Background: an optimization exercise with open tools, aiming at small area and a short achievable clock period. Do not read the settings as production practice. Function was checked by simulation only, so behaviour that the tests miss may differ from the original.

[design/flow/run.sh]
#!/bin/bash
# synth_recipe.tcl (not shown) runs the flow's synth.tcl, then flattens the netlist and writes it again
# the make line also repeats each setting of config.mk as NAME=value (left out here)
make -C /OpenROAD-flow-scripts/flow DESIGN_CONFIG=/design/flow/config.mk WORK_HOME=/design/flow/orfs CLKGATE_MAP_FILE= SYNTH_SCRIPT=/design/flow/synth_recipe.tcl finish
[design/flow/config.mk]
export PLATFORM = sky130hd
export DESIGN_NAME = alu_32
export DESIGN_NICKNAME = alu_32
export VERILOG_FILES = /design/flow/design.v
export SDC_FILE = /design/flow/constraint.sdc
export NUM_CORES = 4
export LEC_CHECK = 0
export CAP_MARGIN = 20
export CORE_MARGIN = 2
export CORE_UTILIZATION = 40
export SLEW_MARGIN = 20
[design/flow/constraint.sdc]
create_clock -name core_clock -period 11.0 [get_ports {clk}]
set_input_delay 2.2000 -clock core_clock [delete_from_list [all_inputs] [get_ports {clk}]]
set_output_delay 2.2000 -clock core_clock [all_outputs]
set_load 0.01 [all_outputs]
[design/flow/design.v]
package alu_32_pkg;
  localparam int DATA_W = 32;
  localparam logic [2:0] OP_ADD  = 3'b000;
  localparam logic [2:0] OP_XOR  = 3'b001;
  localparam logic [2:0] OP_SUB  = 3'b010;
  localparam logic [2:0] OP_MULT = 3'b011;
  localparam logic [2:0] OP_SLT  = 3'b100;
  localparam logic [2:0] OP_NOR  = 3'b101;
  localparam logic [2:0] OP_AND  = 3'b110;
  localparam logic [2:0] OP_OR   = 3'b111;
endpackage
import alu_32_pkg::*;
module alu_32_adder
(
  input  logic [alu_32_pkg::DATA_W-1:0] a_i,
  input  logic [alu_32_pkg::DATA_W-1:0] b_i,
  input  logic              c_i,
  output logic [alu_32_pkg::DATA_W-1:0] sum_o,
  output logic              c_o,
  output logic              ovf_o
);
  assign {c_o, sum_o} = {1'b0, a_i} + {1'b0, b_i} + {{DATA_W{1'b0}}, c_i};
  assign ovf_o = (a_i[DATA_W-1] == b_i[DATA_W-1]) &&
                 (sum_o[DATA_W-1] != a_i[DATA_W-1]);
endmodule
import alu_32_pkg::*;
module alu_32
(
  input  logic              clk,
  input  logic              rst,
  input  logic [2:0]        ALU_OP,
  input  logic [alu_32_pkg::DATA_W-1:0] A,
  input  logic [alu_32_pkg::DATA_W-1:0] B,
  input  logic              C_I,
  output logic [alu_32_pkg::DATA_W-1:0] R,
  output logic              C_O
);
  logic [DATA_W-1:0]   add_b;
  logic                add_ci;
  logic [DATA_W-1:0]   add_sum;
  logic                add_co;
  logic                add_ovf;
  logic [2*DATA_W-1:0] prod;
  logic [DATA_W-1:0]   r_d, r_q;
  logic                c_d, c_q;
  assign add_b  = (ALU_OP == OP_ADD) ? B   : ~B;
  assign add_ci = (ALU_OP == OP_ADD) ? C_I : 1'b1;
  alu_32_adder u_adder (
    .a_i   (A),
    .b_i   (add_b),
    .c_i   (add_ci),
    .sum_o (add_sum),
    .c_o   (add_co),
    .ovf_o (add_ovf)
  );
  assign prod = {{DATA_W{1'b0}}, A} * {{DATA_W{1'b0}}, B};
  always_comb begin
    r_d = '0;
    c_d = 1'b0;
    case (ALU_OP)
      OP_ADD:  begin r_d = add_sum; c_d = add_co; end
      OP_SUB:  begin r_d = add_sum; c_d = add_co; end
      OP_SLT:  r_d = {{(DATA_W-1){1'b0}}, add_sum[DATA_W-1] ^ add_ovf};
      OP_MULT: begin
        r_d = prod[DATA_W-1:0];
        c_d = |prod[2*DATA_W-1:DATA_W];
      end
      OP_XOR:  r_d = A ^ B;
      OP_NOR:  r_d = ~(A | B);
      OP_AND:  r_d = A & B;
      OP_OR:   r_d = A | B;
      default: begin r_d = '0; c_d = 1'b0; end
    endcase
  end
  always_ff @(posedge clk) begin
    if (rst) begin
      r_q <= '0;
      c_q <= 1'b0;
    end else begin
      r_q <= r_d;
      c_q <= c_d;
    end
  end
  assign R   = r_q;
  assign C_O = c_q;
endmodule
==> run_results.csv <==
group,metric,value,unit
min_path,hold_class,"input pin to flip-flop",
floorplan,fp.dieW,306.2,um
place,portBuffers,102,
detailed_routing,drtIter0Drc,2679,
timing,clock.fmax,94.30,MHz
cts,cts_max_level,2,
cts,cts_setup_buffers,0,
detailed_routing,num_vias,30400,
cts,cts_tree,"yes",
final_layout,insertedDiodeCount,0,
timing,hold_viol,0,
timing,worst_pin_slew,0.9268,ns
logic_synthesis,yosys_warnings,1,
floorplan,pin_count,103,
timing,setup_viol,0,
final_layout,regArea,660.6,um2
critical_path,worstSetupEndpointType,"flip-flop",
timing,slew_viol_final,0,
min_path,min_path_cells,4,
run_status,status,"complete, no violations",
logic_synthesis,netlist_area,36520,um2
logic_synthesis,synth_edf_count,0,
detailed_routing,postRouteAntennaNets,0,
global_routing,grt_remaining_overflow,0,
cts,path_clk_slew,0.08,ns
min_path,holdPathEnd,"r_q[30]$_SDFF_PP0_",
timing,relSlewSlack,38.14,%
logic_synthesis,syn_nets,5554,
timing,fin_setup_tns,0,ns
final_layout,final_layout_size_suffix_gt1_share,6.343,%
place,post-place-ws,0.09213,ns
cts,numCtsBuffers,5,
cts,root_buffer,"clkbuf_16",
logic_synthesis,seq_area_frac_synth,1.809,%
global_routing,grt_pass1_wl,203200,um
logic_synthesis,synthFlopType,"dfxtp_1",
logic_synthesis,syn_avg_cell_area,8.638,um2
global_routing,grt.total_usage,29.21,%
final_layout,num-fill-cells,8974,
cts,clock_sinks,33,
global_routing,grt_pass1_vias,32240,
final_layout,synthToLayoutAreaGrowth,10.13,%
logic_synthesis,ys_seq_elements,33,
logic_synthesis,synthCells,4228,
timing,fin_crit,10.60,ns
detailed_routing,viasPerCell,5.531,
floorplan,die-height,306.2,um
timing,setup_slack,0.3957,ns
floorplan,initial_core_util,40.45,%
final_layout,multi_input_area,31980,um2
cts,cts_buffer_depth,2,
critical_path,cp.arrival,10.80,ns
global_routing,grt_max_degree,61,
critical_path,path_max_fanout,10,
floorplan,num_rows,110,
floorplan,coreArea,90290,um2
final_layout,fin_util,44.55,%
logic_synthesis,async_reset_ff_share,0,%
detailed_routing,wl,133800,um
place,gp_congestion,1.018,
floorplan,die_area,93730,um2
detailed_routing,drc,0,
timing,rsz0062_at_grt,"no",
global_routing,antenna_found_initial,5,
job,max-cap-violations,0,
critical_path,worstSetupStartpointType,"input pin",
final_layout,layout.nets,5645,
timing,fin_crit_sh,96.40,%
critical_path,path_class,"input pin to flip-flop",
logic_synthesis,ys_types,73,
detailed_routing,wl_per_cell,24.34,um
place,hpwl,112800,um
min_path,min-delay-start,"ALU_OP[2]",
detailed_routing,drt-pass1-iter-count,6,
critical_path,worstPathRequired,11.20,ns
==> cell families (layout without fill, tap and decap cells) <==
group           count (synthesis)  after routing  synth area share (%)
simple gates                 1342           1342                 14.97
fa+ha+maj                    1256           1256                 61.49
flops                          33             33                 1.809
xor+xnor                      103            103                 2.470
mux                            18             18                0.5036
compound gates                437            437                 8.072
buf+inv                      1039           1131                 10.69
==> repair_timing <==
| action | CTS | global route |
|---|---|---|
| endpoints found under the setup margin | 0 | 1 |
| gates resized for setup | 0 | 4 |
| hold buffers | 0 | 0 |
==> area by class of cell <==
type | count | area share [%]
well taps | 1176 | 3.658
flip-flops and latches | 33 | 1.643
clock inverters | 3 | 0.1151
clock buffers | 5 | 0.3111
repair buffers | 333 | 7.379
multi-input cells | 3156 | 79.50
inverters | 790 | 7.391
==> worst max path at each step <==
stage | start | endpoint | slack (ns)
finish | B[5] | c_q$_SDFF_PP0_ | 0.40
floorplan | B[8] | c_q$_SDFF_PP0_ | 1.08
global placement | A[27] | c_q$_SDFF_PP0_ | 0.13
detailed placement | B[5] | c_q$_SDFF_PP0_ | 0.09
CTS | A[5] | c_q$_SDFF_PP0_ | 0.37
global route | B[20] | c_q$_SDFF_PP0_ | 0.06
==> per-layer routing <==
metal | vias up | wire (um) | GRT usage, %
met5 | - | 35 | 0
met4 | 6 | 6223 | 10.98
met3 | 272 | 11820 | 6.110
met2 | 1364 | 60700 | 46.65
met1 | 15690 | 55020 | 39.17
li1 | 13070 | - | -
==> per-stage QoR <==
stage                     std cells  instance area [um2]  hold slack [ns]
after floorplan                4228                36520            2.279
after global placement         5488                40030            2.810
after detailed placement       5488                40030            2.815
after CTS                      5496                40210            2.492
after global routing           5496                40220            2.514
final                          5496                40220            2.485
==> registers in the layout, indices dropped and copies added (netlist names) <==
signal  cells
r_q        32
c_q         1
==> Yosys cell counts (19+ instances only) <==
cell type | number | area (um2)
a211oi_1 | 38 | 285.3
a21o_1 | 40 | 300.3
a21oi_1 | 117 | 585.6
a221oi_1 | 19 | 166.4
a31oi_1 | 28 | 175.2
buf_1 | 49 | 183.9
clkbuf_1 | 198 | 743.2
clkinv_1 | 22 | 82.58
dfxtp_1 | 33 | 660.6
fa_1 | 898 | 17980
ha_1 | 358 | 4479
inv_1 | 761 | 2856
nand2_1 | 518 | 1944
nand2b_1 | 21 | 131.4
nand3_1 | 28 | 140.1
nand4_1 | 27 | 168.9
nor2_1 | 649 | 2436
nor3_1 | 21 | 105.1
o21ai_0 | 69 | 345.3
xnor2_1 | 76 | 665.6
xor2_1 | 27 | 236.5
==> critical path, cell delays in order <==
cell and delay [ns]:
clkdlybuf4s50_1 0.58, clkinvlp_4 0.30, buf_4 0.28, nor2_1 0.16
fa_1 0.45, fa_1 0.51, fa_1 0.52, inv_1 0.05
fa_1 0.48, inv_1 0.06, fa_1 0.48, fa_1 0.51
fa_1 0.58, fa_1 0.44, ha_1 0.41, nand2_1 0.15
o21ai_0 0.29, a31oi_1 0.21, o21ai_1 0.29, nor2_2 0.12
o31ai_1 0.41, a211o_1 0.21, xnor2_1 0.12, o2111ai_1 0.11
or4_1 0.52, nor4_1 0.27, a31oi_1 0.10
==> layout by cell type (no fill, tap or decap), types with 21 or more instances in the layout <==
master / netlist / final
fa_1: 898 / 898
inv_1: 761 / 761
nor2_1: 649 / 647
nand2_1: 518 / 518
ha_1: 358 / 358
buf_4: 0 / 213
a21oi_1: 117 / 117
clkdlybuf4s50_1: 0 / 98
xnor2_1: 76 / 76
o21ai_0: 69 / 69
a21o_1: 40 / 40
a211oi_1: 38 / 37
dfxtp_1: 33 / 33
nand3_1: 28 / 28
a31oi_1: 28 / 28
nand4_1: 27 / 27
xor2_1: 27 / 27
nor3_1: 21 / 21
nand2b_1: 21 / 21

[port drivers added, routing unchanged]
The flow's constraints put no driver on any port. The routed layout listed below was extracted and timed again, unchanged, in two steps.
Step 1: set_driving_cell puts a clkbuf_16 on clk and a buf_2 on each other input, an assumption about the parent block.
Step 2 moves the port delays by t, midway between the first and last clock arrival at a register: inputs arrive t later, outputs are due t later. That takes back most of the time a late clock gives input paths.
a / b / c = ideal / step 1 / step 2; a / b = the first two.
shift t [ns]: 0.356
slack for setup (ns): 0.396 / 0.417 / 0.061
slew at the worst register clock pin (ns): 0.08 / 0.08
worst data-port slew with drivers (ns): 0.05
After both steps this run still meets setup and hold. The setup slack of this run moves by +0.021 ns with the drivers and by -0.335 ns with both steps.
